From an optimization exercise on the open Yosys and OpenROAD flow, aimed at small area, a short achievable clock period and few clock cycles per item; shortcuts taken in it are not production practice. The RTL was checked by simulation tests, not by an equivalence proof against the original design.

Design pid_heading_speed_controller, start of the top module:
module pid_heading_speed_controller
(
    input  logic                 clk,
    input  logic                 rst_n,
    input  logic                 cfg_we,
    input  logic [phsc_pkg::CFG_IDX_W-1:0] cfg_index,
    input  logic [phsc_pkg::DATA_W-1:0]    cfg_data,
    input  logic                 s_axis_tvalid,
    output logic                 s_axis_tready,
    input  logic [2*phsc_pkg::DATA_W-1:0]  s_axis_tdata,    
    output logic                 m_axis_tvalid,
    input  logic                 m_axis_tready,
    output logic [2*phsc_pkg::DATA_W-1:0]  m_axis_tdata     
);
clock: 11.0 ns
lec_check: 0
cap_margin: 20
core_margin: 2
core_utilization: 40
cts_cluster_diameter: 100
cts_cluster_size: 24
place_density: 0.6
slew_margin: 20
standard.sh (not shown) runs the stock make flow with config.mk's settings and CLKGATE_MAP_FILE= SYNTH_SCRIPT=/design/flow/synth_recipe.tcl, a recipe that flattens the netlist after the stock synthesis.
==> flow/flow/run.sh <==
#!/bin/bash
# standard layout, with timing repair aiming below the clock period (setup margin in ns)
set -euo pipefail
MARGIN=$(cat flow/margin.txt)
bash standard.sh SETUP_SLACK_MARGIN=$MARGIN finish > flow_make.log 2>&1
==> flow/flow/margin.txt <==
6.5
Testbench counts at the start, summed over its fixed seeds: cycles 4,856, items 4,800.
Rerun with:
--- a/flow/design.v
+++ b/flow/design.v
@@ -3294,55 +3294,66 @@
     begin
         if (adv)
         begin
             diff2 <= diff1;
             h2    <= h1;
             d2    <= d1;
             upd2  <= turn1 || far1;
             fz2   <= turn1;
         end
     end
+    logic signed [33:0] x2;
+    logic signed [18:0] xc2;
+    assign x2 = hdt_hi;
+    always_comb
+    begin
+        if (x2 > 34'sd131072)
+            xc2 = 19'sd131072;
+        else if (x2 < -34'sd131072)
+            xc2 = -19'sd131072;
+        else
+            xc2 = x2[18:0];
+    end
     logic [63:0] dr_s2, dr_c2;     
     logic [47:0] dr_hi;
     phsc_csae_32x32 u_dr (.a(diff2), .one(rt_one), .two(rt_two), .neg(rt_neg), .s(dr_s2), .c(dr_c2));
     phsc_csreg2 #(.PW(64)) r_dr (.clk(clk), .en(adv), .s(dr_s2), .c(dr_c2), .p_hi(dr_hi));
-    logic signed [33:0] x3;            
+    logic signed [18:0] xc3;
     logic signed [31:0] h3, d3;
     logic               upd3, fz3;
     always_ff @(posedge clk)
     begin
         if (adv)
         begin
-            x3   <= hdt_hi;
+            xc3  <= xc2;
             h3   <= h2;
             d3   <= d2;
             upd3 <= upd2;
             fz3  <= fz2;
         end
     end
     logic signed [17:0] integral_reg;
     logic signed [19:0] int_sum;
-    logic               x_hi, x_lo, int_hi, int_lo;
     logic signed [17:0] int_new;
-    assign x_hi    = x3 > 34'sd131072;
-    assign x_lo    = x3 < -34'sd131072;
-    assign int_sum = {{2{integral_reg[17]}}, integral_reg} + {x3[18], x3[18:0]};
-    assign int_hi  = x_hi || (!x_lo && (int_sum > 20'sd65536));
-    assign int_lo  = x_lo || (!x_hi && (int_sum < -20'sd65536));
-    assign int_new = int_hi ? 18'sd65536 : (int_lo ? -18'sd65536 : int_sum[17:0]);
+    assign int_sum = {{2{integral_reg[17]}}, integral_reg} + {xc3[18], xc3};
+    always_comb
+    begin
+        if (int_sum > 20'sd65536)
+            int_new = 18'sd65536;
+        else if (int_sum < -20'sd65536)
+            int_new = -18'sd65536;
+        else
+            int_new = int_sum[17:0];
+    end
     logic [8:0] in_one, in_two, in_neg;
     logic [8:0] in_one_d, in_two_d, in_neg_d;
-    logic [8:0] is_one, is_two, is_neg;
-    phsc_benc #(.BW(18)) u_enc_in (.b(int_sum[17:0]), .one(is_one), .two(is_two), .neg(is_neg));
-    assign in_one_d = (int_hi || int_lo) ? 9'h100 : is_one;
-    assign in_two_d = (int_hi || int_lo) ? 9'h000 : is_two;
-    assign in_neg_d = int_lo ? 9'h100 : (int_hi ? 9'h000 : is_neg);
+    phsc_benc #(.BW(18)) u_enc_in (.b(int_new), .one(in_one_d), .two(in_two_d), .neg(in_neg_d));
     always_ff @(posedge clk or negedge rst_n)
     begin
         if (!rst_n)
         begin
             integral_reg <= '0;
             in_one       <= '0;
             in_two       <= '0;
             in_neg       <= '0;
         end
         else if (adv && v3)
The changed run finished clean; register-to-register slack gets worse by 0.18 ns; non-clock buffer count rose by 42; sequential share of layout area fell by 0.59 points; die area rose by 0.84%; core utilization rose by 0.12 points; area after synthesis rose by about 0.8%; setup slack gets worse by 0.18 ns; clock skew rose by 0.0062 ns; design area rose by about 1.1%.
Testbench counts after the change, summed over its fixed seeds: cycles 4,856, items 4,800.

-- separate check: timing with driven ports --
The results above use ideal ports. As a check the final layouts listed here were re-extracted and re-timed, cells and wires unchanged. Step 1: set_driving_cell puts a clkbuf_16 on clk and a buf_2 on each other input, an assumption about the parent block. Step 2 times the ports against the registers' clock, not the clock port: input delays grow and output delays shrink by t, the midpoint of the rising clock arrivals with the driver on. a / b / c = ideal ports / drivers / drivers and shift; a / b = the first two.
run | t (ns) | slack for setup (ns) | worst register clock-pin slew, ns
the first run | 1.039 | 6.453 / 6.453 / 5.656 | 0.11 / 0.11
the second run | 1.050 | 6.275 / 6.275 / 5.961 | 0.11 / 0.11
After both steps setup and hold are still met in every run listed. The setup slack of the first run, which loses most, moves by 0.000 ns with the drivers and by -0.797 ns with both steps.
